What follows belongs to an exercise in optimizing a design on an open flow for small area, a short achievable clock period and few clock cycles per item; a production flow would make more cautious choices. RTL that was checked went through simulation tests only; none was proved equivalent to the original. The RTL of run 1 was laid out without a check of its function. No activity file was given, so power comes from the tool's default toggle rates.

==> flow/design.v <==
package sasl_pkg;
    localparam logic [7:0]  ANGLE_HOME        = 8'd90;
    localparam logic [7:0]  RAMP_STEP_RST     = 8'd3;
    localparam logic [15:0] RAMP_INTERVAL_RST = 16'd8;
    localparam logic [11:0] PULSE_MIN_RST     = 12'd1000;
    localparam logic [11:0] PULSE_MAX_RST     = 12'd2000;
endpackage
module servo_angle_slew_limiter_core (
    input  logic        clk,
    input  logic        rst_n,
    input  logic        cmd_valid,
    output logic        cmd_stall,
    input  logic        cmd_op,
    input  logic [15:0] cmd_raw_angle,
    output logic        res_valid,
    input  logic        res_stall,
    output logic [7:0]  res_target_angle,
    output logic [7:0]  res_current_angle,
    output logic [11:0] res_target_pulse_us,
    output logic [11:0] res_drive_pulse_us,
    output logic        res_drive_updated,
    input  logic        cfg_valid,
    output logic        cfg_ready,
    input  logic [1:0]  cfg_index,
    input  logic [15:0] cfg_data
);
    logic [7:0]  step_r;
    logic [15:0] itv_r;
    logic [11:0] pmin_r, pmax_r;
    logic [19:0] kx_r;
    logic        neg_r;
    logic [4:0]  seq_r;
    logic        busy;
    logic [7:0]  now_r, goal_r;
    logic [15:0] cnt_r;
    logic        s1_valid_r, s1_goal_r, s1_moved_r;
    logic [7:0]  x_r;     
    logic        s2_valid_r, s2_goal_r, s2_moved_r;
    logic [7:0]  s2_x_r;
    logic [11:0] cs_s_r, cs_t_r;
    logic        cs_c_r;
    logic        res_valid_r, res_moved_r;
    logic [7:0]  res_goal_r, res_now_r;
    logic [11:0] pg_r, pn_r;
    logic        accept, x12, x23, out_free, s2_free;
    assign cfg_ready = 1'b1;
    assign busy      = (seq_r != 5'd0);
    assign out_free  = !res_valid_r || !res_stall;
    assign s2_free   = !s2_valid_r || out_free;
    assign x12       = s1_valid_r && s2_free;
    assign x23       = s2_valid_r && out_free;
    assign cmd_stall = busy || (s1_valid_r && s2_valid_r && res_valid_r && res_stall);
    assign accept    = cmd_valid && !cmd_stall;
    always_ff @(posedge clk or negedge rst_n)
    begin
        if (!rst_n)
        begin
            step_r <= sasl_pkg::RAMP_STEP_RST;
            itv_r  <= sasl_pkg::RAMP_INTERVAL_RST;
            pmin_r <= sasl_pkg::PULSE_MIN_RST;
            pmax_r <= sasl_pkg::PULSE_MAX_RST;
        end
        else if (cfg_valid)
        begin
            case (cfg_index)
                2'd0: step_r <= cfg_data[7:0];
                2'd1: itv_r  <= cfg_data;
                2'd2: pmin_r <= cfg_data[11:0];
                2'd3: pmax_r <= cfg_data[11:0];
            endcase
        end
    end
    always_ff @(posedge clk or negedge rst_n)
    begin
        if (!rst_n)
            seq_r <= 5'd24;
        else if (cfg_valid)
            seq_r <= 5'd24;
        else if (busy)
            seq_r <= seq_r - 5'd1;
    end
    logic [12:0] span;
    logic [11:0] mx_div;
    logic [8:0]  trial;
    logic        qbit;
    assign span   = {1'b0, pmax_r} - {1'b0, pmin_r};
    assign mx_div = span[11:0] ^ {12{span[12]}};
    assign trial  = {pg_r[7:0], kx_r[19]};
    assign qbit   = (trial >= 9'd180);
    always_ff @(posedge clk)
    begin
        if (seq_r == 5'd24)
        begin
            neg_r <= span[12];
            kx_r  <= {mx_div[4:0], span[12] ? 15'h7fff : 15'd179};
        end
        else if (seq_r > 5'd3)
            kx_r  <= {kx_r[18:0], qbit ^ neg_r};
    end
    logic [11:0] mac_s, mac_t, pulse;
    logic        mac_c;
    logic [12:0] cs_sum;
    sasl_pulse_mac u_mac (
        .x    (x_r),
        .k    (kx_r),
        .pmin (pmin_r),
        .neg  (neg_r),
        .s    (mac_s),
        .t    (mac_t),
        .c    (mac_c)
    );
    assign cs_sum = {cs_s_r, 1'b1} + {cs_t_r, cs_c_r};
    assign pulse  = cs_sum[12:1];
    assign res_valid           = res_valid_r;
    assign res_target_angle    = res_goal_r;
    assign res_current_angle   = res_now_r;
    assign res_target_pulse_us = pg_r;
    assign res_drive_pulse_us  = pn_r;
    assign res_drive_updated   = res_moved_r;
    logic        raw_big, raw_mid;
    logic [8:0]  raw_half;
    logic [7:0]  goal_set;
    logic [15:0] cnt_inc;
    logic        fire, up, snap;
    logic [8:0]  gdiff, gcmp, now_up, now_dn;
    logic [7:0]  gmag;
    logic [7:0]  now_step;
    logic        move;
    assign raw_big  = (cmd_raw_angle[14:0] > 15'd360);
    assign raw_mid  = (cmd_raw_angle[8:0] > 9'd180);
    assign raw_half = {1'b0, cmd_raw_angle[8:1]} + {8'd0, cmd_raw_angle[0]};
    assign goal_set = cmd_raw_angle[15] ? 8'd0
                    : raw_big           ? 8'd180
                    : raw_mid           ? raw_half[7:0]
                    :                     cmd_raw_angle[7:0];
    assign cnt_inc  = cnt_r + 16'd1;
    assign fire     = (cnt_inc >= itv_r);
    assign gdiff    = {1'b0, goal_r} - {1'b0, now_r};
    assign up       = !gdiff[8];
    assign gmag     = gdiff[7:0] ^ {8{!up}};
    assign gcmp     = {1'b0, gmag} + {1'b0, ~step_r} + {8'd0, !up};
    assign snap     = !gcmp[8];
    assign now_up   = {1'b0, now_r} + {1'b0, step_r};
    assign now_dn   = {1'b0, now_r} - {1'b0, step_r};
    assign now_step = snap ? goal_r : (up ? now_up[7:0] : now_dn[7:0]);
    assign move     = fire && (now_r != goal_r) && (step_r != 8'd0);
    always_ff @(posedge clk or negedge rst_n)
    begin
        if (!rst_n)
        begin
            now_r       <= sasl_pkg::ANGLE_HOME;
            goal_r      <= sasl_pkg::ANGLE_HOME;
            cnt_r       <= 16'd0;
            s1_valid_r  <= 1'b0;
            s2_valid_r  <= 1'b0;
            res_valid_r <= 1'b0;
        end
        else
        begin
            if (accept)
            begin
                if (cmd_op)
                    goal_r <= goal_set;
                else
                begin
                    cnt_r <= fire ? 16'd0 : cnt_inc;
                    if (move)
                        now_r <= now_step;
                end
            end
            if (accept)
                s1_valid_r <= 1'b1;
            else if (x12)
                s1_valid_r <= 1'b0;
            if (x12)
                s2_valid_r <= 1'b1;
            else if (x23)
                s2_valid_r <= 1'b0;
            if (x23)
                res_valid_r <= 1'b1;
            else if (!res_stall)
                res_valid_r <= 1'b0;
        end
    end
    always_ff @(posedge clk)
    begin
        if (accept)
        begin
            s1_goal_r  <= cmd_op;
            s1_moved_r <= !cmd_op && move;
            x_r        <= cmd_op ? goal_set : (move ? now_step : now_r);
        end
        else if (seq_r == 5'd4)
            x_r <= goal_r;
        else if (seq_r == 5'd3)
            x_r <= now_r;
        if (x12 || seq_r == 5'd3 || seq_r == 5'd2)
        begin
            s2_goal_r <= busy ? (seq_r == 5'd3) : s1_goal_r;
            s2_x_r    <= x_r;
            cs_s_r    <= mac_s;
            cs_t_r    <= mac_t;
            cs_c_r    <= mac_c;
        end
        if (x12)
            s2_moved_r <= s1_moved_r;
        if (x23)
            res_moved_r <= s2_moved_r;
        if ((x23 || seq_r == 5'd2 || seq_r == 5'd1) && s2_goal_r)
            res_goal_r <= s2_x_r;
        if ((x23 || seq_r == 5'd2 || seq_r == 5'd1) && !s2_goal_r)
            res_now_r <= s2_x_r;
        if (seq_r == 5'd24)
            pg_r[7:0] <= {1'b0, mx_div[11:5]};
        else if (seq_r > 5'd3)
            pg_r[7:0] <= qbit ? 8'(trial - 9'd180) : trial[7:0];
        if ((x23 || seq_r == 5'd2 || seq_r == 5'd1) && s2_goal_r)
            pg_r <= pulse;
        if ((x23 || seq_r == 5'd2 || seq_r == 5'd1) && !s2_goal_r)
            pn_r <= pulse;
    end
endmodule
module sasl_pulse_mac (
    input  logic [7:0]  x,
    input  logic [19:0] k,
    input  logic [11:0] pmin,
    input  logic        neg,
    output logic [11:0] s,
    output logic [11:0] t,
    output logic        c
);
    logic w1, w2, w3, w4, w5, w6, w7, w8, w9, w10, w11, w12, w13, w14, w15, w16, w17, w18, w19, w20, w21, w22, w23, w24, w25, w26, w27, w28, w29, w30, w31, w32, w33, w34, w35, w36, w37, w38, w39, w40, w41, w42, w43, w44, w45, w46, w47, w48, w49, w50, w51, w52, w53, w54, w55, w56, w57, w58, w59, w60, w61, w62, w63, w64, w65, w66, w67, w68, w69, w70, w71, w72, w73, w74, w75, w76, w77, w78, w79, w80, w81, w82, w83, w84, w85, w86, w87, w88, w89, w90, w91, w92, w93, w94, w95, w96, w97, w98, w99, w100, w101, w102, w103, w104, w105, w106, w107, w108, w109, w110, w111, w112, w113, w114, w115, w116, w117, w118, w119, w120, w121, w122, w123, w124, w125, w126, w127, w128, w129, w130, w131, w132, w133, w134, w135, w136, w137, w138, w139, w140, w141, w142, w143, w144, w145, w146, w147, w148, w149, w150, w151, w152, w153, w154, w155, w156, w157, w158, w159, w160, w161, w162, w163, w164, w165, w166, w167, w168, w169, w170, w171, w172, w173, w174, w175, w176, w177, w178, w179, w180, w181, w182, w183, w184, w185, w186, w187, w188, w189, w190, w191, w192, w193, w194, w195, w196, w197, w198, w199, w200, w201, w202, w203, w204, w205, w206, w207, w208, w209, w210, w211, w212, w213, w214, w215, w216, w217, w218, w219, w220, w221, w222, w223, w224, w225, w226, w227, w228, w229, w230, w231, w232, w233, w234, w235, w236, w237, w238, w239, w240, w241, w242, w243, w244, w245, w246, w247, w248, w249, w250, w251, w252, w253, w254;
    logic [14:0] lo_a, lo_b;
    logic [15:0] lo_sum;
    assign w1 = (x[0] & k[5]) ^ (x[1] & k[4]);
    assign w2 = (x[0] & k[5]) & (x[1] & k[4]);
    assign w3 = (x[0] & k[6]) ^ (x[1] & k[5]) ^ (x[2] & k[4]);
    assign w4 = ((x[0] & k[6]) & (x[1] & k[5])) | ((x[0] & k[6]) & (x[2] & k[4])) | ((x[1] & k[5]) & (x[2] & k[4]));
    assign w5 = (x[3] & k[3]) ^ (x[4] & k[2]);
    assign w6 = (x[3] & k[3]) & (x[4] & k[2]);
    assign w7 = (x[0] & k[7]) ^ (x[1] & k[6]) ^ (x[2] & k[5]);
    assign w8 = ((x[0] & k[7]) & (x[1] & k[6])) | ((x[0] & k[7]) & (x[2] & k[5])) | ((x[1] & k[6]) & (x[2] & k[5]));
    assign w9 = (x[3] & k[4]) ^ (x[4] & k[3]) ^ (x[5] & k[2]);
    assign w10 = ((x[3] & k[4]) & (x[4] & k[3])) | ((x[3] & k[4]) & (x[5] & k[2])) | ((x[4] & k[3]) & (x[5] & k[2]));
    assign w11 = (x[0] & k[8]) ^ (x[1] & k[7]) ^ (x[2] & k[6]);
    assign w12 = ((x[0] & k[8]) & (x[1] & k[7])) | ((x[0] & k[8]) & (x[2] & k[6])) | ((x[1] & k[7]) & (x[2] & k[6]));
    assign w13 = (x[3] & k[5]) ^ (x[4] & k[4]) ^ (x[5] & k[3]);
    assign w14 = ((x[3] & k[5]) & (x[4] & k[4])) | ((x[3] & k[5]) & (x[5] & k[3])) | ((x[4] & k[4]) & (x[5] & k[3]));
    assign w15 = (x[0] & k[9]) ^ (x[1] & k[8]) ^ (x[2] & k[7]);
    assign w16 = ((x[0] & k[9]) & (x[1] & k[8])) | ((x[0] & k[9]) & (x[2] & k[7])) | ((x[1] & k[8]) & (x[2] & k[7]));
    assign w17 = (x[3] & k[6]) ^ (x[4] & k[5]) ^ (x[5] & k[4]);
    assign w18 = ((x[3] & k[6]) & (x[4] & k[5])) | ((x[3] & k[6]) & (x[5] & k[4])) | ((x[4] & k[5]) & (x[5] & k[4]));
    assign w19 = (x[0] & k[10]) ^ (x[1] & k[9]) ^ (x[2] & k[8]);
    assign w20 = ((x[0] & k[10]) & (x[1] & k[9])) | ((x[0] & k[10]) & (x[2] & k[8])) | ((x[1] & k[9]) & (x[2] & k[8]));
    assign w21 = (x[3] & k[7]) ^ (x[4] & k[6]) ^ (x[5] & k[5]);
    assign w22 = ((x[3] & k[7]) & (x[4] & k[6])) | ((x[3] & k[7]) & (x[5] & k[5])) | ((x[4] & k[6]) & (x[5] & k[5]));
    assign w23 = (x[0] & k[11]) ^ (x[1] & k[10]) ^ (x[2] & k[9]);
    assign w24 = ((x[0] & k[11]) & (x[1] & k[10])) | ((x[0] & k[11]) & (x[2] & k[9])) | ((x[1] & k[10]) & (x[2] & k[9]));
    assign w25 = (x[3] & k[8]) ^ (x[4] & k[7]) ^ (x[5] & k[6]);
    assign w26 = ((x[3] & k[8]) & (x[4] & k[7])) | ((x[3] & k[8]) & (x[5] & k[6])) | ((x[4] & k[7]) & (x[5] & k[6]));
    assign w27 = (x[0] & k[12]) ^ (x[1] & k[11]) ^ (x[2] & k[10]);
    assign w28 = ((x[0] & k[12]) & (x[1] & k[11])) | ((x[0] & k[12]) & (x[2] & k[10])) | ((x[1] & k[11]) & (x[2] & k[10]));
    assign w29 = (x[3] & k[9]) ^ (x[4] & k[8]) ^ (x[5] & k[7]);
    assign w30 = ((x[3] & k[9]) & (x[4] & k[8])) | ((x[3] & k[9]) & (x[5] & k[7])) | ((x[4] & k[8]) & (x[5] & k[7]));
    assign w31 = (x[0] & k[13]) ^ (x[1] & k[12]) ^ (x[2] & k[11]);
    assign w32 = ((x[0] & k[13]) & (x[1] & k[12])) | ((x[0] & k[13]) & (x[2] & k[11])) | ((x[1] & k[12]) & (x[2] & k[11]));
    assign w33 = (x[3] & k[10]) ^ (x[4] & k[9]) ^ (x[5] & k[8]);
    assign w34 = ((x[3] & k[10]) & (x[4] & k[9])) | ((x[3] & k[10]) & (x[5] & k[8])) | ((x[4] & k[9]) & (x[5] & k[8]));
    assign w35 = (x[0] & k[14]) ^ (x[1] & k[13]) ^ (x[2] & k[12]);
    assign w36 = ((x[0] & k[14]) & (x[1] & k[13])) | ((x[0] & k[14]) & (x[2] & k[12])) | ((x[1] & k[13]) & (x[2] & k[12]));
    assign w37 = (x[3] & k[11]) ^ (x[4] & k[10]) ^ (x[5] & k[9]);
    assign w38 = ((x[3] & k[11]) & (x[4] & k[10])) | ((x[3] & k[11]) & (x[5] & k[9])) | ((x[4] & k[10]) & (x[5] & k[9]));
    assign w39 = (x[0] & k[15]) ^ (x[1] & k[14]) ^ (x[2] & k[13]);
    assign w40 = ((x[0] & k[15]) & (x[1] & k[14])) | ((x[0] & k[15]) & (x[2] & k[13])) | ((x[1] & k[14]) & (x[2] & k[13]));
    assign w41 = (x[3] & k[12]) ^ (x[4] & k[11]) ^ (x[5] & k[10]);
    assign w42 = ((x[3] & k[12]) & (x[4] & k[11])) | ((x[3] & k[12]) & (x[5] & k[10])) | ((x[4] & k[11]) & (x[5] & k[10]));
    assign w43 = (x[0] & k[16]) ^ (x[1] & k[15]) ^ (x[2] & k[14]);
    assign w44 = ((x[0] & k[16]) & (x[1] & k[15])) | ((x[0] & k[16]) & (x[2] & k[14])) | ((x[1] & k[15]) & (x[2] & k[14]));
    assign w45 = (x[3] & k[13]) ^ (x[4] & k[12]) ^ (x[5] & k[11]);
    assign w46 = ((x[3] & k[13]) & (x[4] & k[12])) | ((x[3] & k[13]) & (x[5] & k[11])) | ((x[4] & k[12]) & (x[5] & k[11]));
    assign w47 = (x[0] & k[17]) ^ (x[1] & k[16]) ^ (x[2] & k[15]);
    assign w48 = ((x[0] & k[17]) & (x[1] & k[16])) | ((x[0] & k[17]) & (x[2] & k[15])) | ((x[1] & k[16]) & (x[2] & k[15]));
    assign w49 = (x[3] & k[14]) ^ (x[4] & k[13]) ^ (x[5] & k[12]);
    assign w50 = ((x[3] & k[14]) & (x[4] & k[13])) | ((x[3] & k[14]) & (x[5] & k[12])) | ((x[4] & k[13]) & (x[5] & k[12]));
    assign w51 = (x[0] & k[18]) ^ (x[1] & k[17]) ^ (x[2] & k[16]);
    assign w52 = ((x[0] & k[18]) & (x[1] & k[17])) | ((x[0] & k[18]) & (x[2] & k[16])) | ((x[1] & k[17]) & (x[2] & k[16]));
    assign w53 = (x[3] & k[15]) ^ (x[4] & k[14]) ^ (x[5] & k[13]);
    assign w54 = ((x[3] & k[15]) & (x[4] & k[14])) | ((x[3] & k[15]) & (x[5] & k[13])) | ((x[4] & k[14]) & (x[5] & k[13]));
    assign w55 = (x[0] & k[19]) ^ (x[1] & k[18]) ^ (x[2] & k[17]);
    assign w56 = ((x[0] & k[19]) & (x[1] & k[18])) | ((x[0] & k[19]) & (x[2] & k[17])) | ((x[1] & k[18]) & (x[2] & k[17]));
    assign w57 = (x[3] & k[16]) ^ (x[4] & k[15]) ^ (x[5] & k[14]);
    assign w58 = ((x[3] & k[16]) & (x[4] & k[15])) | ((x[3] & k[16]) & (x[5] & k[14])) | ((x[4] & k[15]) & (x[5] & k[14]));
    assign w59 = (x[1] & k[19]) ^ (x[2] & k[18]) ^ (x[3] & k[17]);
    assign w60 = ((x[1] & k[19]) & (x[2] & k[18])) | ((x[1] & k[19]) & (x[3] & k[17])) | ((x[2] & k[18]) & (x[3] & k[17]));
    assign w61 = (x[4] & k[16]) ^ (x[5] & k[15]) ^ ((x[6] & k[14]) | (x[7] & k[13]));
    assign w62 = ((x[4] & k[16]) & (x[5] & k[15])) | ((x[4] & k[16]) & ((x[6] & k[14]) | (x[7] & k[13]))) | ((x[5] & k[15]) & ((x[6] & k[14]) | (x[7] & k[13])));
    assign w63 = (x[2] & k[19]) ^ (x[3] & k[18]) ^ (x[4] & k[17]);
    assign w64 = ((x[2] & k[19]) & (x[3] & k[18])) | ((x[2] & k[19]) & (x[4] & k[17])) | ((x[3] & k[18]) & (x[4] & k[17]));
    assign w65 = (x[5] & k[16]) ^ ((x[6] & k[15]) | (x[7] & k[14])) ^ pmin[6];
    assign w66 = ((x[5] & k[16]) & ((x[6] & k[15]) | (x[7] & k[14]))) | ((x[5] & k[16]) & pmin[6]) | (((x[6] & k[15]) | (x[7] & k[14])) & pmin[6]);
    assign w67 = (x[3] & k[19]) ^ (x[4] & k[18]) ^ (x[5] & k[17]);
    assign w68 = ((x[3] & k[19]) & (x[4] & k[18])) | ((x[3] & k[19]) & (x[5] & k[17])) | ((x[4] & k[18]) & (x[5] & k[17]));
    assign w69 = (x[0] & k[3]) ^ (x[1] & k[2]);
    assign w70 = (x[0] & k[3]) & (x[1] & k[2]);
    assign w71 = (x[0] & k[4]) ^ (x[1] & k[3]) ^ (x[2] & k[2]);
    assign w72 = ((x[0] & k[4]) & (x[1] & k[3])) | ((x[0] & k[4]) & (x[2] & k[2])) | ((x[1] & k[3]) & (x[2] & k[2]));
    assign w73 = (x[3] & k[1]) ^ (x[4] & k[0]);
    assign w74 = (x[3] & k[1]) & (x[4] & k[0]);
    assign w75 = w1 ^ (x[2] & k[3]) ^ (x[3] & k[2]);
    assign w76 = (w1 & (x[2] & k[3])) | (w1 & (x[3] & k[2])) | ((x[2] & k[3]) & (x[3] & k[2]));
    assign w77 = (x[4] & k[1]) ^ (x[5] & k[0]) ^ neg;
    assign w78 = ((x[4] & k[1]) & (x[5] & k[0])) | ((x[4] & k[1]) & neg) | ((x[5] & k[0]) & neg);
    assign w79 = w3 ^ w5 ^ (x[5] & k[1]);
    assign w80 = (w3 & w5) | (w3 & (x[5] & k[1])) | (w5 & (x[5] & k[1]));
    assign w81 = ((x[6] & k[0])) ^ neg ^ w2;
    assign w82 = (((x[6] & k[0])) & neg) | (((x[6] & k[0])) & w2) | (neg & w2);
    assign w83 = w7 ^ w9 ^ ((x[6] & k[1]) | (x[7] & k[0]));
    assign w84 = (w7 & w9) | (w7 & ((x[6] & k[1]) | (x[7] & k[0]))) | (w9 & ((x[6] & k[1]) | (x[7] & k[0])));
    assign w85 = neg ^ w4 ^ w6;
    assign w86 = (neg & w4) | (neg & w6) | (w4 & w6);
    assign w87 = w11 ^ w13 ^ ((x[6] & k[2]) | (x[7] & k[1]));
    assign w88 = (w11 & w13) | (w11 & ((x[6] & k[2]) | (x[7] & k[1]))) | (w13 & ((x[6] & k[2]) | (x[7] & k[1])));
    assign w89 = neg ^ w8 ^ w10;
    assign w90 = (neg & w8) | (neg & w10) | (w8 & w10);
    assign w91 = w15 ^ w17 ^ ((x[6] & k[3]) | (x[7] & k[2]));
    assign w92 = (w15 & w17) | (w15 & ((x[6] & k[3]) | (x[7] & k[2]))) | (w17 & ((x[6] & k[3]) | (x[7] & k[2])));
    assign w93 = neg ^ w12 ^ w14;
    assign w94 = (neg & w12) | (neg & w14) | (w12 & w14);
    assign w95 = w19 ^ w21 ^ ((x[6] & k[4]) | (x[7] & k[3]));
    assign w96 = (w19 & w21) | (w19 & ((x[6] & k[4]) | (x[7] & k[3]))) | (w21 & ((x[6] & k[4]) | (x[7] & k[3])));
    assign w97 = neg ^ w16 ^ w18;
    assign w98 = (neg & w16) | (neg & w18) | (w16 & w18);
    assign w99 = w23 ^ w25 ^ ((x[6] & k[5]) | (x[7] & k[4]));
    assign w100 = (w23 & w25) | (w23 & ((x[6] & k[5]) | (x[7] & k[4]))) | (w25 & ((x[6] & k[5]) | (x[7] & k[4])));
    assign w101 = neg ^ w20 ^ w22;
    assign w102 = (neg & w20) | (neg & w22) | (w20 & w22);
    assign w103 = w27 ^ w29 ^ ((x[6] & k[6]) | (x[7] & k[5]));
    assign w104 = (w27 & w29) | (w27 & ((x[6] & k[6]) | (x[7] & k[5]))) | (w29 & ((x[6] & k[6]) | (x[7] & k[5])));
    assign w105 = neg ^ w24 ^ w26;
    assign w106 = (neg & w24) | (neg & w26) | (w24 & w26);
    assign w107 = w31 ^ w33 ^ ((x[6] & k[7]) | (x[7] & k[6]));
    assign w108 = (w31 & w33) | (w31 & ((x[6] & k[7]) | (x[7] & k[6]))) | (w33 & ((x[6] & k[7]) | (x[7] & k[6])));
    assign w109 = neg ^ w28 ^ w30;
    assign w110 = (neg & w28) | (neg & w30) | (w28 & w30);
    assign w111 = w35 ^ w37 ^ ((x[6] & k[8]) | (x[7] & k[7]));
    assign w112 = (w35 & w37) | (w35 & ((x[6] & k[8]) | (x[7] & k[7]))) | (w37 & ((x[6] & k[8]) | (x[7] & k[7])));
    assign w113 = neg ^ w32 ^ w34;
    assign w114 = (neg & w32) | (neg & w34) | (w32 & w34);
    assign w115 = w39 ^ w41 ^ ((x[6] & k[9]) | (x[7] & k[8]));
    assign w116 = (w39 & w41) | (w39 & ((x[6] & k[9]) | (x[7] & k[8]))) | (w41 & ((x[6] & k[9]) | (x[7] & k[8])));
    assign w117 = pmin[0] ^ w36 ^ w38;
    assign w118 = (pmin[0] & w36) | (pmin[0] & w38) | (w36 & w38);
    assign w119 = w43 ^ w45 ^ ((x[6] & k[10]) | (x[7] & k[9]));
    assign w120 = (w43 & w45) | (w43 & ((x[6] & k[10]) | (x[7] & k[9]))) | (w45 & ((x[6] & k[10]) | (x[7] & k[9])));
    assign w121 = pmin[1] ^ w40 ^ w42;
    assign w122 = (pmin[1] & w40) | (pmin[1] & w42) | (w40 & w42);
    assign w123 = w47 ^ w49 ^ ((x[6] & k[11]) | (x[7] & k[10]));
    assign w124 = (w47 & w49) | (w47 & ((x[6] & k[11]) | (x[7] & k[10]))) | (w49 & ((x[6] & k[11]) | (x[7] & k[10])));
    assign w125 = pmin[2] ^ w44 ^ w46;
    assign w126 = (pmin[2] & w44) | (pmin[2] & w46) | (w44 & w46);
    assign w127 = w51 ^ w53 ^ ((x[6] & k[12]) | (x[7] & k[11]));
    assign w128 = (w51 & w53) | (w51 & ((x[6] & k[12]) | (x[7] & k[11]))) | (w53 & ((x[6] & k[12]) | (x[7] & k[11])));
    assign w129 = pmin[3] ^ w48 ^ w50;
    assign w130 = (pmin[3] & w48) | (pmin[3] & w50) | (w48 & w50);
    assign w131 = w55 ^ w57 ^ ((x[6] & k[13]) | (x[7] & k[12]));
    assign w132 = (w55 & w57) | (w55 & ((x[6] & k[13]) | (x[7] & k[12]))) | (w57 & ((x[6] & k[13]) | (x[7] & k[12])));
    assign w133 = pmin[4] ^ w52 ^ w54;
    assign w134 = (pmin[4] & w52) | (pmin[4] & w54) | (w52 & w54);
    assign w135 = w59 ^ w61 ^ pmin[5];
    assign w136 = (w59 & w61) | (w59 & pmin[5]) | (w61 & pmin[5]);
    assign w137 = (neg & x[0]) ^ w56 ^ w58;
    assign w138 = ((neg & x[0]) & w56) | ((neg & x[0]) & w58) | (w56 & w58);
    assign w139 = w63 ^ w65 ^ (neg & ~x[1]);
    assign w140 = (w63 & w65) | (w63 & (neg & ~x[1])) | (w65 & (neg & ~x[1]));
    assign w141 = (neg & ~x[0]) ^ w60 ^ w62;
    assign w142 = ((neg & ~x[0]) & w60) | ((neg & ~x[0]) & w62) | (w60 & w62);
    assign w143 = w67 ^ ((x[6] & k[16]) | (x[7] & k[15])) ^ pmin[7];
    assign w144 = (w67 & ((x[6] & k[16]) | (x[7] & k[15]))) | (w67 & pmin[7]) | (((x[6] & k[16]) | (x[7] & k[15])) & pmin[7]);
    assign w145 = (neg & ~x[2]) ^ w64 ^ w66;
    assign w146 = ((neg & ~x[2]) & w64) | ((neg & ~x[2]) & w66) | (w64 & w66);
    assign w147 = (x[4] & k[19]) ^ (x[5] & k[18]) ^ ((x[6] & k[17]) | (x[7] & k[16]));
    assign w148 = ((x[4] & k[19]) & (x[5] & k[18])) | ((x[4] & k[19]) & ((x[6] & k[17]) | (x[7] & k[16]))) | ((x[5] & k[18]) & ((x[6] & k[17]) | (x[7] & k[16])));
    assign w149 = pmin[8] ^ (neg & ~x[3]) ^ w68;
    assign w150 = (pmin[8] & (neg & ~x[3])) | (pmin[8] & w68) | ((neg & ~x[3]) & w68);
    assign w151 = (x[5] & k[19]) ^ ((x[6] & k[18]) | (x[7] & k[17])) ^ pmin[9];
    assign w152 = ((x[5] & k[19]) & ((x[6] & k[18]) | (x[7] & k[17]))) | ((x[5] & k[19]) & pmin[9]) | (((x[6] & k[18]) | (x[7] & k[17])) & pmin[9]);
    assign w153 = (x[0] & k[2]) ^ (x[1] & k[1]);
    assign w154 = (x[0] & k[2]) & (x[1] & k[1]);
    assign w155 = w69 ^ (x[2] & k[1]) ^ (x[3] & k[0]);
    assign w156 = (w69 & (x[2] & k[1])) | (w69 & (x[3] & k[0])) | ((x[2] & k[1]) & (x[3] & k[0]));
    assign w157 = w71 ^ w73 ^ neg;
    assign w158 = (w71 & w73) | (w71 & neg) | (w73 & neg);
    assign w159 = w75 ^ w77 ^ w72;
    assign w160 = (w75 & w77) | (w75 & w72) | (w77 & w72);
    assign w161 = w79 ^ w81 ^ w76;
    assign w162 = (w79 & w81) | (w79 & w76) | (w81 & w76);
    assign w163 = w83 ^ w85 ^ w80;
    assign w164 = (w83 & w85) | (w83 & w80) | (w85 & w80);
    assign w165 = w87 ^ w89 ^ w84;
    assign w166 = (w87 & w89) | (w87 & w84) | (w89 & w84);
    assign w167 = w91 ^ w93 ^ w88;
    assign w168 = (w91 & w93) | (w91 & w88) | (w93 & w88);
    assign w169 = w95 ^ w97 ^ w92;
    assign w170 = (w95 & w97) | (w95 & w92) | (w97 & w92);
    assign w171 = w99 ^ w101 ^ w96;
    assign w172 = (w99 & w101) | (w99 & w96) | (w101 & w96);
    assign w173 = w103 ^ w105 ^ w100;
    assign w174 = (w103 & w105) | (w103 & w100) | (w105 & w100);
    assign w175 = w107 ^ w109 ^ w104;
    assign w176 = (w107 & w109) | (w107 & w104) | (w109 & w104);
    assign w177 = w111 ^ w113 ^ w108;
    assign w178 = (w111 & w113) | (w111 & w108) | (w113 & w108);
    assign w179 = w115 ^ w117 ^ w112;
    assign w180 = (w115 & w117) | (w115 & w112) | (w117 & w112);
    assign w181 = w119 ^ w121 ^ w116;
    assign w182 = (w119 & w121) | (w119 & w116) | (w121 & w116);
    assign w183 = w123 ^ w125 ^ w120;
    assign w184 = (w123 & w125) | (w123 & w120) | (w125 & w120);
    assign w185 = w127 ^ w129 ^ w124;
    assign w186 = (w127 & w129) | (w127 & w124) | (w129 & w124);
    assign w187 = w131 ^ w133 ^ w128;
    assign w188 = (w131 & w133) | (w131 & w128) | (w133 & w128);
    assign w189 = w135 ^ w137 ^ w132;
    assign w190 = (w135 & w137) | (w135 & w132) | (w137 & w132);
    assign w191 = w139 ^ w141 ^ w136;
    assign w192 = (w139 & w141) | (w139 & w136) | (w141 & w136);
    assign w193 = w143 ^ w145 ^ w140;
    assign w194 = (w143 & w145) | (w143 & w140) | (w145 & w140);
    assign w195 = w147 ^ w149 ^ w144;
    assign w196 = (w147 & w149) | (w147 & w144) | (w149 & w144);
    assign w197 = w151 ^ (neg & ~x[4]) ^ w148;
    assign w198 = (w151 & (neg & ~x[4])) | (w151 & w148) | ((neg & ~x[4]) & w148);
    assign w199 = ((x[6] & k[19]) | (x[7] & k[18])) ^ pmin[10] ^ (neg & ~x[5]);
    assign w200 = (((x[6] & k[19]) | (x[7] & k[18])) & pmin[10]) | (((x[6] & k[19]) | (x[7] & k[18])) & (neg & ~x[5])) | (pmin[10] & (neg & ~x[5]));
    assign w201 = ((x[7] & k[19])) ^ pmin[11];
    assign w202 = ((x[7] & k[19])) & pmin[11];
    assign w203 = (x[0] & k[1]) ^ (x[1] & k[0]);
    assign w204 = (x[0] & k[1]) & (x[1] & k[0]);
    assign w205 = w153 ^ (x[2] & k[0]) ^ neg;
    assign w206 = (w153 & (x[2] & k[0])) | (w153 & neg) | ((x[2] & k[0]) & neg);
    assign w207 = w155 ^ neg ^ w154;
    assign w208 = (w155 & neg) | (w155 & w154) | (neg & w154);
    assign w209 = w157 ^ w70 ^ w156;
    assign w210 = (w157 & w70) | (w157 & w156) | (w70 & w156);
    assign w211 = w159 ^ w74 ^ w158;
    assign w212 = (w159 & w74) | (w159 & w158) | (w74 & w158);
    assign w213 = w161 ^ w78 ^ w160;
    assign w214 = (w161 & w78) | (w161 & w160) | (w78 & w160);
    assign w215 = w163 ^ w82 ^ w162;
    assign w216 = (w163 & w82) | (w163 & w162) | (w82 & w162);
    assign w217 = w165 ^ w86 ^ w164;
    assign w218 = (w165 & w86) | (w165 & w164) | (w86 & w164);
    assign w219 = w167 ^ w90 ^ w166;
    assign w220 = (w167 & w90) | (w167 & w166) | (w90 & w166);
    assign w221 = w169 ^ w94 ^ w168;
    assign w222 = (w169 & w94) | (w169 & w168) | (w94 & w168);
    assign w223 = w171 ^ w98 ^ w170;
    assign w224 = (w171 & w98) | (w171 & w170) | (w98 & w170);
    assign w225 = w173 ^ w102 ^ w172;
    assign w226 = (w173 & w102) | (w173 & w172) | (w102 & w172);
    assign w227 = w175 ^ w106 ^ w174;
    assign w228 = (w175 & w106) | (w175 & w174) | (w106 & w174);
    assign w229 = w177 ^ w110 ^ w176;
    assign w230 = (w177 & w110) | (w177 & w176) | (w110 & w176);
    assign w231 = w179 ^ w114 ^ w178;
    assign w232 = (w179 & w114) | (w179 & w178) | (w114 & w178);
    assign w233 = w181 ^ w118 ^ w180;
    assign w234 = (w181 & w118) | (w181 & w180) | (w118 & w180);
    assign w235 = w183 ^ w122 ^ w182;
    assign w236 = (w183 & w122) | (w183 & w182) | (w122 & w182);
    assign w237 = w185 ^ w126 ^ w184;
    assign w238 = (w185 & w126) | (w185 & w184) | (w126 & w184);
    assign w239 = w187 ^ w130 ^ w186;
    assign w240 = (w187 & w130) | (w187 & w186) | (w130 & w186);
    assign w241 = w189 ^ w134 ^ w188;
    assign w242 = (w189 & w134) | (w189 & w188) | (w134 & w188);
    assign w243 = w191 ^ w138 ^ w190;
    assign w244 = (w191 & w138) | (w191 & w190) | (w138 & w190);
    assign w245 = w193 ^ w142 ^ w192;
    assign w246 = (w193 & w142) | (w193 & w192) | (w142 & w192);
    assign w247 = w195 ^ w146 ^ w194;
    assign w248 = (w195 & w146) | (w195 & w194) | (w146 & w194);
    assign w249 = w197 ^ w150 ^ w196;
    assign w250 = (w197 & w150) | (w197 & w196) | (w150 & w196);
    assign w251 = w199 ^ w152 ^ w198;
    assign w252 = (w199 & w152) | (w199 & w198) | (w152 & w198);
    assign w253 = w201 ^ (neg & ~x[6]) ^ w200;
    assign w254 = (w201 & (neg & ~x[6])) | (w201 & w200) | ((neg & ~x[6]) & w200);
    assign lo_a = {w229, w227, w225, w223, w221, w219, w217, w215, w213, w211, w209, w207, w205, w203, (x[0] & k[0])};
    assign lo_b = {w228, w226, w224, w222, w220, w218, w216, w214, w212, w210, w208, w206, w204, neg, neg};
    assign lo_sum = {1'b0, lo_a} + {1'b0, lo_b};
    assign c = lo_sum[15];
    assign s = {w253, w251, w249, w247, w245, w243, w241, w239, w237, w235, w233, w231};
    assign t = {w252, w250, w248, w246, w244, w242, w240, w238, w236, w234, w232, w230};
endmodule
module servo_slew_limiter (
    input  logic        clk,
    input  logic        rst_n,
    input  logic        cmd_valid,
    output logic        cmd_stall,
    input  logic        cmd_op,
    input  logic [15:0] cmd_raw_angle,
    output logic        res_valid,
    input  logic        res_stall,
    output logic [7:0]  res_target_angle,
    output logic [7:0]  res_current_angle,
    output logic [11:0] res_target_pulse_us,
    output logic [11:0] res_drive_pulse_us,
    output logic        res_drive_updated,
    input  logic        cfg_valid,
    output logic        cfg_ready,
    input  logic [1:0]  cfg_index,
    input  logic [15:0] cfg_data
);
    servo_angle_slew_limiter_core u_core (
        .clk                 (clk),
        .rst_n               (rst_n),
        .cmd_valid           (cmd_valid),
        .cmd_stall           (cmd_stall),
        .cmd_op              (cmd_op),
        .cmd_raw_angle       (cmd_raw_angle),
        .res_valid           (res_valid),
        .res_stall           (res_stall),
        .res_target_angle    (res_target_angle),
        .res_current_angle   (res_current_angle),
        .res_target_pulse_us (res_target_pulse_us),
        .res_drive_pulse_us  (res_drive_pulse_us),
        .res_drive_updated   (res_drive_updated),
        .cfg_valid           (cfg_valid),
        .cfg_ready           (cfg_ready),
        .cfg_index           (cfg_index),
        .cfg_data            (cfg_data)
    );
endmodule
==> flow/run.sh <==
#!/bin/bash
# synth_recipe.tcl (not shown) runs the flow's synth.tcl, then flattens the netlist and writes it again
# the make line also repeats each setting of config.mk as NAME=value (left out here)
make -C /OpenROAD-flow-scripts/flow DESIGN_CONFIG=/design/flow/config.mk WORK_HOME=/design/flow/orfs CLKGATE_MAP_FILE= SYNTH_SCRIPT=/design/flow/synth_recipe.tcl finish
==> flow/config.mk <==
export PLATFORM = sky130hd
export DESIGN_NAME = servo_slew_limiter
export DESIGN_NICKNAME = servo_slew_limiter
export VERILOG_FILES = /design/flow/design.v
export SDC_FILE = /design/flow/constraint.sdc
export NUM_CORES = 4
export LEC_CHECK = 0
export CAP_MARGIN = 20
export CORE_MARGIN = 2
export CORE_UTILIZATION = 40
export CTS_BUF_LIST = sky130_fd_sc_hd__clkbuf_8
export CTS_CLUSTER_SIZE = 40
export PLACE_DENSITY = 0.6
export SETUP_SLACK_MARGIN = 5
export SLEW_MARGIN = 20
==> flow/constraint.sdc <==
create_clock -name core_clock -period 9.0 [get_ports {clk}]
set_input_delay 1.8000 -clock core_clock [delete_from_list [all_inputs] [get_ports {clk}]]
set_output_delay 1.8000 -clock core_clock [all_outputs]
set_load 0.01 [all_outputs]
==> results of run 1 <==
routing by layer:
layer  vias up  wire length, um  track usage
met3        46             1554      0.02920
li1       5164                -            -
met1      5556            16570       0.2555
met4         0              917      0.05207
met2       258            17700       0.3211
met5         -                0            0
cell usage in the layout, fill, tap and decap left out, drive strengths merged, types with 18 or more instances in the layout:
cell	Yosys	layout
and2	65	65
inv	191	199
mux2	42	42
nor3	22	22
clkbuf	49	18
a21o	19	19
xnor2	60	60
nand3	19	19
nand2	173	173
edfxtp	107	107
dfrtp	63	63
clkdlybuf4s50	0	78
xor2	19	19
a21oi	48	48
nor2	57	57
fa	123	123
buf	9	92
dfstp	25	25
ha	93	93
o21ai	69	69
kinds of logic after synthesis:
group,share of synthesized area
simple gates,0.1349
buf+inv,0.06488
compound gates,0.1081
fa+ha+maj,0.2420
flops,0.3635
xor+xnor,0.04618
mux,0.04025
other cells,0.0002503
per-stage QoR:
step	total power, W	cells
6_report	0.005827	2073
5_1_grt	0.006465	2073
4_1_cts	0.005586	2039
3_5_place_dp	0.004703	1961
3_3_place_gp	0.004607	1961
2_1_floorplan	0.003857	1455
registers in the layout, indices dropped and copies added (netlist names), 12 cells and up:
register,cells
u_core.kx_r,20
u_core.pmax_r,12
u_core.pg_r,12
u_core.cnt_r,16
u_core.itv_r,16
u_core.pmin_r,12
u_core.cs_s_r,12
u_core.cs_t_r,12
u_core.pn_r,12
worst register-to-register path, cell delays in order, from the launching register on:
cell and delay (ns):
edfxtp_1 0.46, buf_12 0.17, nand2_1 0.08, fa_1 0.53, inv_1 0.05, fa_1 0.53
inv_2 0.05, fa_1 0.52, inv_1 0.05, fa_1 0.47, ha_1 0.33, and4_4 0.22
o211ai_1 0.09, o211ai_1 0.26
power by group through the flow:
stage / clock, W / sequential [W] / combinational [W]
2_1_floorplan: 0 / 0.00131 / 0.00255
3_3_place_gp: 0 / 0.00144 / 0.00317
3_5_place_dp: 0 / 0.00144 / 0.00326
4_1_cts: 0.000623 / 0.00140 / 0.00356
5_1_grt: 0.000661 / 0.00141 / 0.00439
6_report: 0.000610 / 0.00140 / 0.00382
path summary, 6_finish.rpt:
path                       depth (start not counted)                  to              start  slack [ns]
setup / recovery                                  13       u_core.cs_c_r      u_core.x_r[2]        5.00
hold / removal                                     0  u_core.res_moved_r  u_core.s2_moved_r        0.44
setup reg to reg                                  13       u_core.cs_c_r      u_core.x_r[2]        5.00
hold reg to reg                                    0  u_core.res_moved_r  u_core.s2_moved_r        0.44
max in group asynchronous                          2     u_core.now_r[5]              rst_n        6.64
min in group asynchronous                          1    u_core.cnt_r[10]              rst_n        1.15
area by class of cell:
class	count	area [um2]
clock buffers	17	234.0
clock inverters	15	182.7
fillers	3368	19010
inverters	193	734.5
multi-input cells	1009	8896
flip-flops and latches	195	5449
well taps	468	585.6
repair buffers	176	1697
repair_timing:
action / in CTS / in global routing
pin swaps: 27 / 42
gates cloned: 4 / 0
endpoints found under the setup margin: 18 / 28
hold buffers: 0 / 0
resized for setup: 55 / 56
buffers inserted: 42 / 34
endpoints found under the hold margin: 0 / 0
==> impl_metrics.json, run 1 <==
{
  "status": "finished clean",
  "pwr-share-seq": 0.240,
  "path_buf_inv": 4,
  "syn_inst": 1455,
  "grt_pass1_wl_mm": 57.95,
  "slowest_delay_ns": 0.53,
  "finalWorstSetupSlack_ns": 5.004,
  "chipWidth_um": 197.6,
  "synth_top_area_cell": "edfxtp_1",
  "clock_latency_ns": 0.51,
  "synth-seq-cells": 195,
  "post_dp_cell_area_um2": 16280,
  "setup_viol": 0,
  "end_kind": "flip-flop",
  "wl_mm": 36.74,
  "slew_headroom": 0.3815,
  "ys_top_cells_by_count": "191 x inv_1, 172 x nand2_1, 123 x fa_1",
  "ant_nets": 0,
  "yosys.area.top_type_share": 0.2144,
  "finalCoreUtilization": 0.4833,
  "pwr-share-comb": 0.656,
  "tightest_slew_ns": 0.9277,
  "grt_pass1_vias": 10890,
  "row_count": 70,
  "fmax_mhz": 250.2,
  "max-clock-path-buffers": 2,
  "cts-root-buf": "clkbuf_8",
  "postLayoutCellArea_um2": 17780,
  "grt_remaining_overflow": 0,
  "p_sw_frac": 0.4409,
  "die_y_um": 197.6,
  "n_antenna_cell": 0,
  "clk_pin_slew_ns": 0.13,
  "drive_gt1_frac": 0.1707,
  "finalCriticalPeriod_ns": 3.996,
  "arrival_ns": 4.31,
  "crit_top_cell": "fa_1",
  "dp_slack_ns": 4.037,
  "netlist-cell-type-count": 75,
  "yosysMostFrequentCell": "inv_1",
  "postSynthNetCount": 1711,
  "pwr-share-clk": 0.105,
  "gp_congestion": 0.8502,
  "avgViaCountPerCell": 5.318,
  "drc": 0,
  "yosysWarnings": 1,
  "hpwlAfterDp_mm": 25.82,
  "htree_num_levels": 4,
  "path_cells": "buf_12 > nand2_1 > fa_1 > inv_1 > fa_1 > inv_2 > fa_1 > inv_1 > fa_1 > ha_1 > and4_4 > o211ai_1 > o211ai_1",
  "port_buffers": 82,
  "pin_count": 84,
  "start_kind": "flip-flop",
  "path_class": "reg2reg",
  "synth_seq_area_share": 0.3635,
  "slowest_stage": "fa_1",
  "worstPathRequired_ns": 9.32,
  "finalMaxSlewViolations": 0,
  "areaGrowthSynthToFinish_pct": 18.65,
  "critPathTopFamily": "adder cells",
  "cts.sink_count": 195,
  "maxCapViolCount": 0,
  "hold_violations": 0,
  "fin_crit_sh": 0.4440,
  "tns_ns": 0,
  "nNetsFinal": 1848,
  "start_util": 0.4073,
  "core_area_um2": 36790,
  "cts_buffers": 17,
  "synth_area_um2": 14980,
  "drt_iter0_markers": 645,
  "internal-power_w": 0.003258,
  "yosys-top-cells-area": "edfxtp_1 21%, fa_1 16%, dfrtp_1 11%",
  "vias": 11020,
  "firstDrtPassIters": 5,
  "p_leak_nw": 7.905,
  "syn_area_per_cell_um2": 10.30,
  "powerDensity_nw_per_um2": 327.8,
  "hp-class": "reg2reg",
  "grt_max_degree": 71,
  "ir_drop_v": 0.0002722,
  "timing.hold.ws_ns": 0.4391,
  "dieArea_um2": 39030,
  "synth_flop_cell": "edfxtp_1",
  "grtUsageTotal": 0.1905,
  "synth_edf_count": 107,
  "grt_setup_unrepaired": "yes",
  "synthArstFlopShare": 0.4513,
  "p_switching_w": 0.002569,
  "crit_fanout": 10,
  "skew_ns": 0.02243,
  "grt_antenna_before_repair": 0,
  "tritoncts": "built",
  "wl_per_cell_um": 17.72
}
==> run 2, diff against run 1 <==
--- a/flow/design.v
+++ b/flow/design.v
@@ -136,3 +136,3 @@
     assign cnt_inc  = cnt_r + 16'd1;
-    assign fire     = (cnt_inc >= itv_r);
+    assign fire     = !(17'(cnt_r) + 17'd1 < 17'(itv_r));
     assign gdiff    = {1'b0, goal_r} - {1'b0, now_r};
@@ -166,3 +166,3 @@
                     cnt_r <= fire ? 16'd0 : cnt_inc;
-                    if (move)
+                    if (fire)
                         now_r <= now_step;
@@ -190,3 +190,3 @@
             s1_moved_r <= !cmd_op && move;
-            x_r        <= cmd_op ? goal_set : (move ? now_step : now_r);
+            x_r        <= cmd_op ? goal_set : (fire ? now_step : now_r);
         end
==> run 2 against run 1 <==
- critical path depth is 1 higher
- register-to-register slack lost 0.04 ns
- sequential share of layout area up 0.37 points
- total power grew 6.3%
- combinational power grew about 10%
- maximum frequency down 1.1%
- largest cell class unchanged
==> impl_metrics.json, run 2 <==
{
  "p_sw_frac": 0.4425,
  "firstDrtPassIters": 5,
  "ir_drop_v": 0.0002421,
  "slew_headroom": 0.4180,
  "synth_edf_count": 107,
  "pwr-share-seq": 0.232,
  "nFillCells": 3438,
  "postSynthNetCount": 1705,
  "drive_gt1_frac": 0.1609,
  "max-clock-path-buffers": 2,
  "drc": 0,
  "cts_buffers": 17,
  "chipWidth_um": 197.8,
  "syn_inst": 1450,
  "fin_crit_sh": 0.4490,
  "grt_remaining_overflow": 0,
  "cts-root-buf": "clkbuf_8",
  "final_cell_mix": "197 x inv_1, 158 x nand2_1, 120 x fa_1",
  "end_kind": "flip-flop",
  "path_buf_inv": 5,
  "drt_iter0_markers": 796,
  "row_count": 70,
  "finalCoreUtilization": 0.4773,
  "ys_top_cells_by_count": "199 x inv_1, 160 x nand2_1, 123 x fa_1",
  "synth_area_um2": 15020,
  "powerDensity_nw_per_um2": 352.8,
  "hold_violations": 0,
  "largest-register": "u_core.kx_r",
  "avgViaCountPerCell": 5.270,
  "arrival_ns": 4.37,
  "maxCapViolCount": 0,
  "grtUsageTotal": 0.1978,
  "grt_pass1_wl_mm": 59.35,
  "htree_num_levels": 4,
  "vias": 10850,
  "n_antenna_cell": 0,
  "regArea_um2": 5446,
  "reg2reg_slack_ns": 4.96,
  "p_leak_nw": 7.818,
  "pwr-share-comb": 0.681,
  "worstPathRequired_ns": 9.33,
  "start_kind": "flip-flop",
  "port_buffers": 82,
  "gp_congestion": 0.8747,
  "setup_viol": 0,
  "areaGrowthSynthToFinish_pct": 16.86,
  "p_switching_w": 0.002741,
  "path_cells": "buf_6 > and2_4 > fa_1 > inv_2 > fa_1 > inv_2 > fa_1 > inv_1 > fa_1 > inv_2 > ha_4 > and4_4 > o211ai_1 > o211ai_1",
  "clk_pin_slew_ns": 0.11,
  "crit_fanout": 5,
  "synth-seq-cells": 195,
  "pin_count": 84,
  "netlist-cell-type-count": 81,
  "final_common_cell": "inv_1",
  "fmax_mhz": 247.5,
  "synth_seq_area_share": 0.3625,
  "grt_max_degree": 62,
  "crit_top_cell": "fa_1",
  "slowest_stage": "edfxtp_1",
  "die_y_um": 197.8,
  "internal-power_w": 0.003453,
  "dieArea_um2": 39130,
  "tritoncts": "built",
  "finalMaxSlewViolations": 0,
  "largest_reg_flops": 20,
  "status": "finished clean",
  "multiInputGateArea_um2": 8821,
  "grt_antenna_before_repair": 0,
  "tightest_slew_ns": 0.8704,
  "yosysWarnings": 1,
  "grt_pass1_vias": 10910,
  "synthArstFlopShare": 0.4513,
  "slowest_delay_ns": 0.56,
  "grt_setup_unrepaired": "yes",
  "nNetsFinal": 1833,
  "critPathTopFamily": "adder cells",
  "hp-class": "reg2reg",
  "pwr-share-clk": 0.087,
  "hpwlAfterDp_mm": 26.66,
  "reg_top3": "u_core.kx_r (20), u_core.cnt_r (16), u_core.itv_r (16)",
  "syn_area_per_cell_um2": 10.36,
  "clock_latency_ns": 0.50,
  "skew_ns": 0.01742,
  "cts.sink_count": 195,
  "wl_mm": 37.38,
  "finalCriticalPeriod_ns": 4.041,
  "cts_hold_buf": 0,
  "core_area_um2": 36790,
  "synth_flop_cell": "edfxtp_1",
  "yosys.area.top_type_share": 0.2139,
  "yosys-top-cells-area": "edfxtp_1 21%, fa_1 16%, dfrtp_1 10%",
  "start_util": 0.4084,
  "power.total_w": 0.006194,
  "tns_ns": 0,
  "yosysMostFrequentCell": "inv_1",
  "wl_per_cell_um": 18.15,
  "timing.hold.ws_ns": 0.4312,
  "path_class": "reg2reg",
  "ant_nets": 0,
  "synth_top_area_cell": "edfxtp_1"
}
[run 2: cell count changes after synthesis, moves of 5 or more]
cell     previous run  this run
nand2_1           172       160
a21oi_1            47        39
inv_1             191       199
nor3_1             21        15
buf_2               2         7
mux2_2             42        47
nand4_1             8        13
o31ai_1             9         4
[run 2: cells by family (layout without fill, tap and decap cells)]
| kind of cell | after synthesis | after routing | synth area share |
|---|---|---|---|
| fa+ha+maj | 215 | 215 | 0.2405 |
| other cells | 1 | 1 | 0.0002496 |
| flops | 195 | 195 | 0.3625 |
| xor+xnor | 77 | 77 | 0.04489 |
| buf+inv | 262 | 403 | 0.06712 |
| compound gates | 239 | 239 | 0.1093 |
| simple gates | 404 | 404 | 0.1336 |
| mux | 57 | 57 | 0.04189 |
[run 2: routing by layer]
metal / global-route usage / vias to the layer above / wire length (um)
met2: 0.3276 / 288 / 17820
met4: 0.05904 / 0 / 816
met5: 0 / - / 0
met1: 0.2698 / 5382 / 17010
met3: 0.02827 / 59 / 1729
li1: - / 5122 / -
[run 2: area by class of cell]
type | count | area share
inverters | 202 | 0.04347
flip-flops and latches | 195 | 0.3102
clock inverters | 15 | 0.006271
clock buffers | 17 | 0.01333
multi-input cells | 993 | 0.5024
repair buffers | 169 | 0.09100
well taps | 468 | 0.03335
[run 2: repair_timing]
action | 4_1_cts | 5_1_grt
buffers inserted | 51 | 16
gates cloned | 2 | 1
pin swaps | 17 | 29
endpoints found under the setup margin | 17 | 17
gates resized for setup | 40 | 40
[run 2: power groups by stage]
stage	combinational (W)	clock [W]	sequential, W
detailed placement	0.00370	0	0.00149
finish	0.00422	0.000536	0.00144
global route	0.00488	0.000586	0.00146
global placement	0.00356	0	0.00148
CTS	0.00407	0.000554	0.00144
floorplan	0.00282	0	0.00135
[run 2: final timing paths]
path | startpoint | endpoint | depth (start not counted)
setup / recovery | u_core.x_r[3] | u_core.cs_c_r | 14
hold / removal | u_core.s2_moved_r | u_core.res_moved_r | 0
setup reg to reg | u_core.x_r[3] | u_core.cs_c_r | 14
hold reg to reg | u_core.s2_moved_r | u_core.res_moved_r | 0
max in group asynchronous | rst_n | u_core.seq_r[0] | 2
min in group asynchronous | rst_n | u_core.pmax_r[2] | 1
[run 2: per-stage QoR]
stage / setup slack [ns] / cells / area [um2]
floorplan: 5.004 / 1450 / 15020
global placement: 4.034 / 1957 / 16330
detailed placement: 4.033 / 1957 / 16330
CTS: 4.983 / 2042 / 17260
global route: 4.844 / 2059 / 17560
finish: 4.959 / 2059 / 17560
Testbench counts of run 2, summed over its fixed seeds: cycles 24,208, items 24,000.
==> run 3, diff against run 2 <==
--- a/flow/config.mk
+++ b/flow/config.mk
@@ -10,4 +10,2 @@
 export CORE_UTILIZATION = 40
-export CTS_BUF_LIST = sky130_fd_sc_hd__clkbuf_8
-export CTS_CLUSTER_SIZE = 40
 export PLACE_DENSITY = 0.6
@@ -15 +13,2 @@
 export SLEW_MARGIN = 20
+export TNS_END_PERCENT = 10
==> run 3 against run 2 <==
- still clean
- clock-buffer cell count is 3 higher
- critical path depth stayed put
- first-iteration DRC count is 6.0% lower
- critical endpoint unchanged
- largest cell class unchanged
- highest routed layer unchanged
==> impl_metrics.json, run 3 <==
{
  "reg_top3": "u_core.kx_r (20), u_core.cnt_r (16), u_core.itv_r (16)",
  "cts_hold_buf": 0,
  "crit_top_cell": "fa_1",
  "skew_ns": 0.01238,
  "grt_pass1_vias": 10860,
  "ys_top_cells_by_count": "199 x inv_1, 160 x nand2_1, 123 x fa_1",
  "fin_crit_sh": 0.4526,
  "port_buffers": 82,
  "slowest_stage": "edfxtp_1",
  "synth-seq-cells": 195,
  "largest_reg_flops": 20,
  "timing.rr.start": "u_core.x_r[3]",
  "path_cells": "buf_6 > and2_4 > fa_1 > inv_2 > fa_1 > inv_1 > fa_1 > inv_1 > fa_1 > inv_2 > ha_4 > and4_4 > o211ai_1 > o211ai_1",
  "p_switching_w": 0.002755,
  "holdPathStages": 0,
  "end_kind": "flip-flop",
  "largest-register": "u_core.kx_r",
  "nNetsFinal": 1820,
  "grt_remaining_overflow": 0,
  "postLayoutCellArea_um2": 17500,
  "pwr-share-clk": 0.115,
  "grtUsageTotal": 0.1971,
  "tightest_slew_ns": 0.8783,
  "setup_viol": 0,
  "wl_mm": 37.08,
  "maxCapViolCount": 0,
  "row_count": 70,
  "synthArstFlopShare": 0.4513,
  "worstPathRequired_ns": 9.28,
  "grt_pass1_wl_mm": 59.06,
  "multiInputGateArea_um2": 8743,
  "holdPathEnd": "u_core.res_moved_r",
  "crit_fanout": 6,
  "fmax_mhz": 245.5,
  "hp-start": "u_core.s2_moved_r",
  "powerDensity_nw_per_um2": 361.9,
  "pwr-share-comb": 0.658,
  "hpwlAfterDp_mm": 26.66,
  "synth_xor_area_frac": 0.04489,
  "regArea_um2": 5446,
  "synth-simple-area-share": 0.1336,
  "drt_iter0_markers": 748,
  "final_common_cell": "inv_1",
  "core_area_um2": 36790,
  "synth_top_family_by_area": "adder cells",
  "chipWidth_um": 197.8,
  "synth_seq_area_share": 0.3625,
  "clock_latency_ns": 0.46,
  "finalCriticalPeriod_ns": 4.074,
  "firstDrtPassIters": 5,
  "synth_top_area_cell": "edfxtp_1",
  "slew_headroom": 0.4127,
  "nFillCells": 3467,
  "avgViaCountPerCell": 5.303,
  "pin_count": 84,
  "synth_area_um2": 15020,
  "path_class": "reg2reg",
  "p_leak_nw": 7.803,
  "netlist-cell-type-count": 81,
  "tns_ns": 0,
  "r2r_end": "u_core.cs_c_r",
  "start_kind": "flip-flop",
  "hp-class": "reg2reg",
  "n_antenna_cell": 0,
  "synth_edf_count": 107,
  "wl_per_cell_um": 18.12,
  "reg2reg_depth": 14,
  "synthAdderAreaFrac": 0.2405,
  "ant_nets": 0,
  "muxShareOfSynthArea": 0.04189,
  "internal-power_w": 0.003578,
  "areaGrowthSynthToFinish_pct": 16.46,
  "start_util": 0.4084,
  "cts_buffers": 17,
  "postSynthNetCount": 1705,
  "grt_setup_unrepaired": "yes",
  "synth_compound_area_frac": 0.1093,
  "drive_gt1_frac": 0.1451,
  "clk_pin_slew_ns": 0.07,
  "status": "finished clean",
  "hold_violations": 0,
  "finalMaxSlewViolations": 0,
  "cts.sink_count": 195,
  "reg2reg_slack_ns": 4.93,
  "htree_num_levels": 4,
  "post_dp_cell_area_um2": 16330,
  "drc": 0,
  "max-clock-path-buffers": 2,
  "yosys-top-cells-area": "edfxtp_1 21%, fa_1 16%, dfrtp_1 10%",
  "yosys.area.top_type_share": 0.2139,
  "final_cell_mix": "197 x inv_1, 159 x nand2_1, 121 x fa_1",
  "synth_flop_cell": "edfxtp_1",
  "yosysWarnings": 1,
  "syn_inst": 1450,
  "gp_congestion": 0.8747,
  "arrival_ns": 4.36,
  "cts-root-buf": "clkbuf_16",
  "syn_area_per_cell_um2": 10.36,
  "yosysMostFrequentCell": "inv_1",
  "p_sw_frac": 0.4350,
  "vias": 10850,
  "die_y_um": 197.8,
  "pwr-share-seq": 0.228,
  "dieArea_um2": 39130,
  "slowest_delay_ns": 0.56,
  "grt_antenna_before_repair": 0,
  "ir_drop_v": 0.0002443,
  "grt_max_degree": 62,
  "tritoncts": "built"
}
## run 3: critical path, delay by kind of cell, from the launching register on
kind                     cells  cell delay [ns]
buffers and inverters        5             0.39
AO/OA/AOI/OAI                2             0.26
flip-flops                   1             0.56
AND/OR/NAND/NOR              2             0.38
adder cells (fa/ha/maj)      5             2.29
## run 3: how the worst max path moves through the flow
stage / start / endpoint / slack, ns / cells past startpoint
3_5_place_dp: res_stall / cmd_stall / 4.03 / 4
3_3_place_gp: res_stall / cmd_stall / 4.03 / 4
2_1_floorplan: u_core.x_r[0] / u_core.cs_c_r / 5.00 / 13
4_1_cts: u_core.kx_r[8] / u_core.cs_c_r / 4.96 / 13
5_1_grt: u_core.x_r[1] / u_core.cs_c_r / 4.80 / 16
6_report: u_core.x_r[3] / u_core.cs_c_r / 4.93 / 14
## run 3: area by class of cell
class | count | area share
Timing Repair Buffer | 156 | 0.08137
Sequential cell | 195 | 0.3113
Clock inverter | 12 | 0.005649
Clock buffer | 20 | 0.02496
Tap cell | 468 | 0.03346
Inverter | 202 | 0.04362
Multi-Input combinational cell | 993 | 0.4997
## run 3: logic make-up after synthesis
| family | Yosys count |
|---|---|
| AOI/OAI and AO/OA | 239 |
| xor gates and xnor gates | 77 |
| adders and majority gates | 215 |
| buffers and inverters | 262 |
| DFF | 195 |
| muxes | 57 |
| other | 1 |
| and+or+nand+nor | 404 |
## run 3: per-stage QoR
step | worst slack, ns | total power [W] | hold WS, ns | instances | utilization
floorplan | 5.004 | 0.004165 | 0.4003 | 1450 | -
global placement | 4.034 | 0.005039 | 0.4058 | 1957 | 0.4439
detailed placement | 4.033 | 0.005189 | 0.4065 | 1957 | 0.4439
CTS | 4.958 | 0.006148 | 0.4250 | 2036 | 0.4709
global route | 4.798 | 0.007080 | 0.4292 | 2046 | 0.4757
finish | 4.926 | 0.006332 | 0.4238 | 2046 | 0.4757
## run 3: power by group through the flow
stage	Sequential (W)	Clock, W	Combinational, W
2_1_floorplan	0.00135	0	0.00282
3_3_place_gp	0.00148	0	0.00356
3_5_place_dp	0.00149	0	0.00370
4_1_cts	0.00144	0.000745	0.00397
5_1_grt	0.00146	0.000780	0.00484
6_report	0.00144	0.000726	0.00416
## run 3: layer usage
metal,up-vias,global-route usage,routed length (um)
met5,-,0,0
met2,277,0.3226,17540
met4,0,0.06182,874
li1,5105,-,-
met3,56,0.03287,1581
met1,5412,0.2679,17080
## run 3: what timing repair did
item / CTS / global route
pin swaps: 7 / 16
setup endpoints to repair: 17 / 17
cloned: 1 / 1
setup buffers: 46 / 9
gates resized for setup: 28 / 25
==> run 4, diff against run 3 <==
--- a/flow/config.mk
+++ b/flow/config.mk
@@ -10,2 +10,3 @@
 export CORE_UTILIZATION = 40
+export GPL_TIMING_DRIVEN = 0
 export PLACE_DENSITY = 0.6
@@ -13,2 +14 @@
 export SLEW_MARGIN = 20
-export TNS_END_PERCENT = 10
==> run 4 against run 3 <==
- worst hold slack gained 0.0060 ns
- maximum frequency shrank 4.5%
- cell area grew 2.8%
- clock skew shrank 0.0031 ns
- highest routed layer unchanged
- via count grew 2.4%
- largest cell class unchanged
- still clean
==> impl_metrics.json, run 4 <==
{
  "timing.hold.ws_ns": 0.4297,
  "drt_iter0_markers": 904,
  "postLayoutCellArea_um2": 18000,
  "slew_headroom": 0.4696,
  "critPathTopFamily": "adder cells",
  "drc": 0,
  "p_leak_nw": 7.995,
  "grt_antenna_before_repair": 0,
  "path_class": "reg2reg",
  "grt_pass1_wl_mm": 60.42,
  "yosys.area.top_type_share": 0.2139,
  "final_common_cell": "inv_1",
  "start_kind": "flip-flop",
  "largest_reg_flops": 20,
  "reg2reg_depth": 15,
  "dieArea_um2": 39130,
  "tritoncts": "built",
  "netlist-cell-type-count": 81,
  "synth_flop_cell": "edfxtp_1",
  "core_area_um2": 36790,
  "synthArstFlopShare": 0.4513,
  "end_kind": "flip-flop",
  "synth_edf_count": 107,
  "hpwlAfterDp_mm": 28.37,
  "slowest_stage": "fa_1",
  "crit_fanout": 4,
  "yosysWarnings": 1,
  "maxCapViolCount": 0,
  "tns_ns": 0,
  "synth_area_um2": 15020,
  "clk_pin_slew_ns": 0.08,
  "die_y_um": 197.8,
  "skew_ns": 0.009234,
  "drive_gt1_frac": 0.1755,
  "synth_seq_area_share": 0.3625,
  "start_util": 0.4084,
  "crit_top_cell": "fa_1",
  "max-clock-path-buffers": 2,
  "htree_num_levels": 4,
  "ir_drop_v": 0.0003382,
  "grt_max_degree": 64,
  "r2r_end": "u_core.cs_c_r",
  "wl_per_cell_um": 18.11,
  "postSynthNetCount": 1705,
  "ant_nets": 0,
  "port_buffers": 77,
  "cts_hold_buf": 0,
  "powerDensity_nw_per_um2": 360.0,
  "largest-register": "u_core.kx_r",
  "worstPathRequired_ns": 9.21,
  "cts_buffers": 17,
  "slowest_delay_ns": 0.53,
  "path_cells": "buf_6 > clkbuf_8 > and2_4 > fa_1 > inv_1 > fa_1 > inv_2 > fa_1 > inv_2 > fa_1 > inv_2 > ha_4 > and4_4 > o211ai_1 > o211ai_1",
  "finalCriticalPeriod_ns": 4.265,
  "yosysMostFrequentCell": "inv_1",
  "syn_inst": 1450,
  "chipWidth_um": 197.8,
  "grt_remaining_overflow": 0,
  "arrival_ns": 4.48,
  "hp-start": "u_core.s2_moved_r",
  "setup_viol": 0,
  "holdPathEnd": "u_core.res_moved_r",
  "finalMaxSlewViolations": 0,
  "ys_top_cells_by_count": "199 x inv_1, 160 x nand2_1, 123 x fa_1",
  "cts-root-buf": "clkbuf_16",
  "fmax_mhz": 234.5,
  "wl_mm": 37.79,
  "hp-class": "reg2reg",
  "synth_top_area_cell": "edfxtp_1",
  "path_buf_inv": 6,
  "status": "finished clean",
  "areaGrowthSynthToFinish_pct": 19.78,
  "row_count": 70,
  "final_cell_mix": "189 x inv_1, 155 x nand2_1, 120 x fa_1",
  "reg2reg_slack_ns": 4.74,
  "reg_top3": "u_core.kx_r (20), u_core.cnt_r (16), u_core.itv_r (16)",
  "yosys-top-cells-area": "edfxtp_1 21%, fa_1 16%, dfrtp_1 10%",
  "holdPathStages": 0,
  "power.total_w": 0.006479,
  "fin_crit_sh": 0.4739,
  "gp_congestion": 0.8595,
  "clock_latency_ns": 0.45,
  "synth-seq-cells": 195,
  "finalCoreUtilization": 0.4892,
  "grt_pass1_vias": 11340,
  "n_antenna_cell": 0,
  "post_dp_cell_area_um2": 16470,
  "vias": 11110,
  "avgViaCountPerCell": 5.325,
  "timing.rr.start": "u_core.x_r[5]",
  "nNetsFinal": 1860,
  "hold_violations": 0,
  "grt_setup_unrepaired": "yes",
  "syn_area_per_cell_um2": 10.36,
  "pin_count": 84,
  "cts.sink_count": 195,
  "firstDrtPassIters": 5,
  "grtUsageTotal": 0.2010,
  "tightest_slew_ns": 0.7957
}
==> run 4: cell count changes in the layout (fill, tap and decap cells not counted), sizes merged <==
cell           before  now
buf                77   71
dlymetal6s2s        0    2
clkdlybuf4s50      79   72
clkbuf             20   69
clkinv              5    8
bufinv              0    1
clkinvlp            3    1
==> run 4: metrics by stage <==
stage | setup slack (ns) | cells
after global routing | 4.642 | 2086
final | 4.735 | 2086
after CTS | 4.669 | 2065
after global placement | 2.770 | 1995
after detailed placement | 4.013 | 1998
after floorplan | 5.004 | 1450
==> run 4: how the worst max path moves through the flow <==
stage	start	to	slack (ns)	cells after the start
2_1_floorplan	u_core.x_r[0]	u_core.cs_c_r	5.00	13
3_3_place_gp	rst_n	u_core.res_valid_r	2.77	1
3_5_place_dp	res_stall	cmd_stall	4.01	4
4_1_cts	u_core.x_r[5]	u_core.cs_c_r	4.67	15
5_1_grt	u_core.x_r[5]	u_core.cs_c_r	4.64	15
6_report	u_core.x_r[5]	u_core.cs_c_r	4.74	15
==> run 4: cell type report <==
cell class	count	area, um2
plain buffers	60	387.9
clock buffers	18	429.2
flip-flops and latches	195	5449
inverters	202	764.5
fillers	3393	18790
clock inverters	14	165.2
multi-input cells	993	8910
repair buffers	136	1305
well taps	468	585.6
==> run 4: timing repair <==
item | 4_1_cts | 5_1_grt
setup endpoints to repair | 18 | 22
pin swaps | 28 | 55
gates resized for setup | 78 | 80
setup buffers | 32 | 20
cloned | 3 | 1
==> run 4: logic make-up (layout without fill, tap and decap cells) <==
group,count (synthesis),count (layout),synth area share
muxes,57,57,0.04189
buffers and inverters,262,430,0.06712
xor gates and xnor gates,77,77,0.04489
and+or+nand+nor,404,404,0.1336
DFF,195,195,0.3625
other,1,1,0.0002496
adders and majority gates,215,215,0.2405
AOI/OAI and AO/OA,239,239,0.1093
==> run 4: routing by layer <==
metal | vias up | share of wire | global-route usage
li1 | 5177 | - | -
met4 | 0 | 0.028 | 0.06377
met5 | - | 0 | 0
met1 | 5537 | 0.44 | 0.2657
met3 | 67 | 0.048 | 0.03117
met2 | 327 | 0.48 | 0.3393
==> run 4: where the power goes <==
part	switching [W]	internal, W	total [W]
clock	0.000379	0.000396	0.000775
sequential	0.000116	0.00125	0.00137
combinational	0.00234	0.00199	0.00433
==> run 4: worst register-to-register path, stage by stage (launching register included) <==
cell      delay [ns]
edfxtp_1        0.38
buf_6           0.16
clkbuf_8        0.15
and2_4          0.14
fa_1            0.53
inv_1           0.05
fa_1            0.53
inv_2           0.05
fa_1            0.50
inv_2           0.05
fa_1            0.49
inv_2           0.05
ha_4            0.26
and4_4          0.22
o211ai_1        0.08
o211ai_1        0.37

==> port drivers added, routing unchanged <==
How much do the figures lean on ideal ports? The routed layouts below were timed once more, with nothing changed but the port constraints. Step 1: set_driving_cell puts a clkbuf_16 on clk and a buf_2 on each other input, an assumption about the parent block. Step 2, shift: input delay + t, output delay - t, t = (earliest + latest rising clock arrival at the registers) / 2. This alone moves slack from input paths to output paths. Three values: ideal ports, drivers, drivers and shift; two values: the first two.
| run | shift t [ns] | setup WS [ns] | hold slack, ns | worst setup path after step 2 |
|---|---|---|---|---|
| run 1 | 0.538 | 5.004 / 4.999 / 4.681 | 0.439 / 0.439 / 0.439 | input to register |
| run 2 | 0.536 | 4.959 / 4.959 / 4.586 | 0.431 / 0.431 / 0.431 | input to register |
| run 3 | 0.497 | 4.926 / 4.926 / 4.511 | 0.424 / 0.424 / 0.424 | input to register |
| run 4 | 0.499 | 4.735 / 4.735 / 4.659 | 0.430 / 0.430 / 0.430 | input to register |
After both steps setup and hold are still met in every run listed. The setup slack of run 3, which loses most, moves by 0.000 ns with the drivers and by -0.415 ns with both steps.
